From an optimization exercise on the open Yosys and OpenROAD flow, aimed at small area, a short achievable clock period and few clock cycles per item; shortcuts taken in it are not production practice.
Only simulation tests tie the RTL to the original design; equivalence was not proved.

// polar_decoder
module polar_decoder
(
    input  wire                  clk,
    input  wire                  rst_n,
    input  wire                  module_en,
    input  wire  [192-1:0]  rdata,
    output logic [11-1:0]  raddr,
    output logic [6-1:0]  waddr,
    output logic [16-1:0]  wdata,
    output logic                 wen,
    output logic                 proc_done
);
Size: about 7,000 cells after synthesis, ~230 I/O pins, ~56,000 um2 of cells after synthesis.
Settings: LEC_CHECK=0, CAP_MARGIN=20, CORE_MARGIN=2, CORE_UTILIZATION=55, PLACE_DENSITY=0.75, SETUP_SLACK_MARGIN=4.0, SLEW_MARGIN=20, TNS_END_PERCENT=100; clock period 10.0 ns.
run.sh (not shown) runs the stock make flow with config.mk's settings and CLKGATE_MAP_FILE= SYNTH_SCRIPT=/design/flow/synth_recipe.tcl, a recipe that flattens the netlist after the stock synthesis.
Testbench counts at the start, summed over its fixed seeds: cycles 2,238, packets 760.
Rerun with:
--- a/flow/config.mk
+++ b/flow/config.mk
@@ -6,8 +6,8 @@
 export NUM_CORES = 4
 export LEC_CHECK = 0
+export ABC_AREA = 1
 export CAP_MARGIN = 20
 export CORE_MARGIN = 2
 export CORE_UTILIZATION = 55
-export PLACE_DENSITY = 0.75
 export SETUP_SLACK_MARGIN = 4.0
 export SLEW_MARGIN = 20
Effect:
- The changed run completed without violations
- first-iteration DRC count rose by 2.4%
- hold slack barely changes
- synthesized cell count rose by 24%
- count of clock-buffer cells in the layout rose by 3
Rerun with:
--- a/flow/config.mk
+++ b/flow/config.mk
@@ -10,5 +10,6 @@
 export CORE_MARGIN = 2
 export CORE_UTILIZATION = 55
-export SETUP_SLACK_MARGIN = 4.0
+export PLACE_DENSITY = 0.75
+export SETUP_SLACK_MARGIN = 4.25
 export SLEW_MARGIN = 20
 export TNS_END_PERCENT = 100
What happened:
- The new run completed without violations
- utilization climbs by 1.1 points
- routed wire length drops by 3.2%
- die area stays the same
- hold slack gains 9.6 ps
- via count climbs by 0.40%
- clock-buffer cell count climbs by 7
- critical path depth drops by 2
Rerun with:
--- a/flow/config.mk
+++ b/flow/config.mk
@@ -11,5 +11,5 @@
 export CORE_UTILIZATION = 55
 export PLACE_DENSITY = 0.75
-export SETUP_SLACK_MARGIN = 4.25
+export SETUP_SLACK_MARGIN = 3.75
 export SLEW_MARGIN = 20
 export TNS_END_PERCENT = 100
After rerunning:
- die area does not change
- core utilization fell by 3.2 points
- global-route usage fell by 0.37 points
- final cell count fell by 1.1%
- wire length fell by about 3.2%
- sequential cell count is unchanged
- worst hold slack is about the same
Rerun with:
--- a/flow/config.mk
+++ b/flow/config.mk
@@ -11,5 +11,5 @@
 export CORE_UTILIZATION = 55
 export PLACE_DENSITY = 0.75
-export SETUP_SLACK_MARGIN = 3.75
+export SETUP_SLACK_MARGIN = 4.0
 export SLEW_MARGIN = 20
 export TNS_END_PERCENT = 100
Result: The new run finished with timing, DRC and antenna clean; worst setup slack gains 190 ps; synthesized cell count is unchanged; register-to-register slack gains 190 ps; design area grows by 1.7%; utilization grows by 1.0 points; non-clock buffer count grows by 33; wire length grows by 1.3%.

run 1:
Another version of the RTL of polar_decoder (not shown whole).
Size: roughly 8,700 cells after synthesis, ~770 flip-flops, ~60,000 um2 of cells after synthesis.
Settings: LEC_CHECK=0, ABC_AREA=1, CAP_MARGIN=20, CORE_MARGIN=2, CORE_UTILIZATION=55, SETUP_SLACK_MARGIN=3.5, SLEW_MARGIN=20, TNS_END_PERCENT=100; clock period 10.0 ns.
Run 1 finished every stage and its layout cleared the timing, design-rule and antenna checks.
Testbench counts of run 1, summed over its fixed seeds: cycles 2,238, packets 760.
Changes in run 2 relative to run 1:
# run 1
export LEC_CHECK = 0
export ABC_AREA = 1
export CAP_MARGIN = 20
export CORE_MARGIN = 2
export CORE_UTILIZATION = 55
export SETUP_SLACK_MARGIN = 3.5
export SLEW_MARGIN = 20
export TNS_END_PERCENT = 100
create_clock -name core_clock -period 10.0 [get_ports {clk}]
# run 2
export LEC_CHECK = 0
export ABC_AREA = 1
export CAP_MARGIN = 20
export CORE_MARGIN = 2
export CORE_UTILIZATION = 55
export SETUP_SLACK_MARGIN = 2.5
export SLEW_MARGIN = 20
create_clock -name core_clock -period 10.0 [get_ports {clk}]
==> comparison <==
For the final instance count without filler cells, run 2 came in 90 lower than run 1 did. Comparing run 1 and run 2, the lower average wire per standard cell is on run 2. Post-route minimum period in run 2 vs run 1: up 870 ps. Compared to run 1, run 2 has arrival time at the worst endpoint 880 ps higher. Run 2 reports its worst setup path endpoint as u_ctrl.x_a[12] while run 1 reports u_ctrl.psl_b[2]. The global routing usage on met2 of run 2 exceeds that of run 1 by 0.47 points. Run 1 was larger in final cell area than run 2. Run 2 vs run 1 on register fraction of the total cell area: run 2 is the higher one.

Setup of north:
polar_decoder with an RTL version that a note above also has.
Size: about 700 flip-flops, roughly 230 I/O pins, roughly 57000 um^2 of cells after synthesis.
export LEC_CHECK = 0
export ABC_AREA = 1
export CAP_MARGIN = 10
export CORE_MARGIN = 2
export CORE_UTILIZATION = 55
export PLACE_DENSITY = 0.8
export SETUP_SLACK_MARGIN = 4.0
export SLEW_MARGIN = 10
export TNS_END_PERCENT = 100
create_clock -name core_clock -period 10.0 [get_ports {clk}]
Testbench counts of north, summed over its fixed seeds: cycles 2,238, packets 760.
Input-level comparison between south and north:
# north
export LEC_CHECK = 0
export ABC_AREA = 1
export CAP_MARGIN = 10
export CORE_MARGIN = 2
export CORE_UTILIZATION = 55
export PLACE_DENSITY = 0.8
export SETUP_SLACK_MARGIN = 4.0
export SLEW_MARGIN = 10
export TNS_END_PERCENT = 100
create_clock -name core_clock -period 10.0 [get_ports {clk}]
# south
export LEC_CHECK = 0
export ABC_AREA = 1
export CAP_MARGIN = 20
export CORE_MARGIN = 2
export CORE_UTILIZATION = 55
export SETUP_SLACK_MARGIN = 4.5
export SLEW_MARGIN = 20
export TNS_END_PERCENT = 100
create_clock -name core_clock -period 10.0 [get_ports {clk}]
## What came out
south vs. north: final-layout fill cell count lost 0.74%; met3 wire length picked up an extra 980 um.
## Diff of input files: east against south
# south
export LEC_CHECK = 0
export ABC_AREA = 1
export CAP_MARGIN = 20
export CORE_MARGIN = 2
export CORE_UTILIZATION = 55
export SETUP_SLACK_MARGIN = 4.5
export SLEW_MARGIN = 20
export TNS_END_PERCENT = 100
create_clock -name core_clock -period 10.0 [get_ports {clk}]
# east
export LEC_CHECK = 0
export ABC_AREA = 1
export CAP_MARGIN = 10
export CORE_MARGIN = 2
export CORE_UTILIZATION = 55
export PLACE_DENSITY = 0.75
export SETUP_SLACK_MARGIN = 4.0
export SLEW_MARGIN = 10
export TNS_END_PERCENT = 100
create_clock -name core_clock -period 10.0 [get_ports {clk}]
[summary]
- south was larger in final cell area than east.
- east and south all finish clean.
- east vs south — layout net count dropped 1.7%.
- east: cell count is 164 lower than what south reported.
- Measured against each other, east and south differ in post-route worst hold slack, the lower figure coming from south.
- In the tables for east and south, share of the core filled with cells in the final layout reads lower with east.
What west does differently from east at the input level:
# east
export LEC_CHECK = 0
export ABC_AREA = 1
export CAP_MARGIN = 10
export CORE_MARGIN = 2
export CORE_UTILIZATION = 55
export PLACE_DENSITY = 0.75
export SETUP_SLACK_MARGIN = 4.0
export SLEW_MARGIN = 10
export TNS_END_PERCENT = 100
create_clock -name core_clock -period 10.0 [get_ports {clk}]
# west
export LEC_CHECK = 0
export ABC_AREA = 1
export CAP_MARGIN = 20
export CORE_MARGIN = 2
export CORE_UTILIZATION = 62
export PLACE_DENSITY = 0.8
export SETUP_SLACK_MARGIN = 4.0
export SLEW_MARGIN = 20
export TNS_END_PERCENT = 100
create_clock -name core_clock -period 10.0 [get_ports {clk}]
Results
- Sort west and east by share of final layout cell area taken by clock buffers and inverters, descending, and east comes first.
- west vs. east: area of the multi-input gates picked up an extra about 1%; non-clock buffer count in the final layout saw an increase; total number of placement rows shows a reduction of 5.9%; area growth from synthesis to layout has increased.
- Count of instances resized after the clock tree is built delta for west relative to east: 40 higher
Inputs modified between west and middle:
# west
export LEC_CHECK = 0
export ABC_AREA = 1
export CAP_MARGIN = 20
export CORE_MARGIN = 2
export CORE_UTILIZATION = 62
export PLACE_DENSITY = 0.8
export SETUP_SLACK_MARGIN = 4.0
export SLEW_MARGIN = 20
export TNS_END_PERCENT = 100
create_clock -name core_clock -period 10.0 [get_ports {clk}]
# middle
export LEC_CHECK = 0
export ABC_AREA = 1
export CAP_MARGIN = 10
export CORE_MARGIN = 2
export CORE_UTILIZATION = 55
export PLACE_DENSITY = 0.75
export SETUP_SLACK_MARGIN = 4.25
export SLEW_MARGIN = 10
export TNS_END_PERCENT = 100
create_clock -name core_clock -period 10.0 [get_ports {clk}]
Findings:
- In summary, middle completed successfully, with a layout that passed the timing, design-rule and antenna checks.
- There was hardly any difference in clock distribution area overhead in the final layout between middle and west.
- Against west as the reference, middle delivers a higher final area.
- Number of buffers other than clock buffers in the final layout is higher on middle
- [compare] base=west new=middle: die height now sits higher, non-filler instance count after layout higher, total routed wirelength went down by about 1.8%, maximum frequency now sits higher.
- Clock period minus final worst setup slack: middle < west
- The setup slack of middle is larger than that of west.

## static timing again, ports no longer ideal
The flow's constraints put no driver on any port. The routed layouts listed below were extracted and timed again, unchanged, in two steps. Step 1 sets driving cells, clkbuf_16 on the clock port and buf_2 on the other inputs (assumed; they add their load-dependent delay and slew). Step 2, shift: input delay + t, output delay - t, t = (earliest + latest rising clock arrival at the registers) / 2. This alone moves slack from input paths to output paths. Slacks: ideal ports / drivers / drivers and shift; pairs: ideal ports / drivers.
| run | shift t [ns] | slack for setup (ns) | worst hold slack (ns) | slew at the worst register clock pin (ns) | cell pins on the clock port's net |
|---|---|---|---|---|---|
| the first run of note 1 | 0.740 | 2.343 / 2.343 / 2.343 | 0.311 / 0.311 / 0.311 | 0.07 / 0.07 | 1 |
| the second run of note 1 | 0.740 | 4.094 / 4.094 / 3.754 | 0.309 / 0.309 / 0.309 | 0.07 / 0.07 | 1 |
| the third run of note 1 | 0.739 | 4.168 / 4.168 / 3.929 | 0.319 / 0.319 / 0.319 | 0.07 / 0.07 | 1 |
| the fourth run of note 1 | 0.742 | 3.951 / 3.951 / 3.722 | 0.318 / 0.318 / 0.318 | 0.07 / 0.07 | 1 |
| the fifth run of note 1 | 0.739 | 4.143 / 4.143 / 3.764 | 0.318 / 0.318 / 0.318 | 0.07 / 0.07 | 1 |
| run 1 | 0.708 | 3.714 / 3.714 / 3.714 | 0.308 / 0.308 / 0.308 | 0.07 / 0.07 | 1 |
| run 2 | 0.716 | 2.840 / 2.840 / 2.840 | 0.311 / 0.311 / 0.311 | 0.07 / 0.07 | 1 |
| north | 0.729 | 4.101 / 4.101 / 3.671 | 0.302 / 0.302 / 0.302 | 0.07 / 0.07 | 1 |
| south | 0.742 | 4.169 / 4.169 / 4.125 | 0.308 / 0.308 / 0.308 | 0.07 / 0.07 | 1 |
| east | 0.739 | 4.162 / 4.162 / 3.762 | 0.319 / 0.319 / 0.319 | 0.07 / 0.07 | 1 |
| west | 0.734 | 4.036 / 4.036 / 3.695 | 0.311 / 0.311 / 0.311 | 0.07 / 0.07 | 1 |
| middle | 0.744 | 4.179 / 4.179 / 3.938 | 0.318 / 0.318 / 0.318 | 0.07 / 0.07 | 1 |
After both steps every run listed still meets setup and hold. The setup slack of north, which loses most, moves by 0.000 ns with the drivers and by -0.430 ns with both steps.
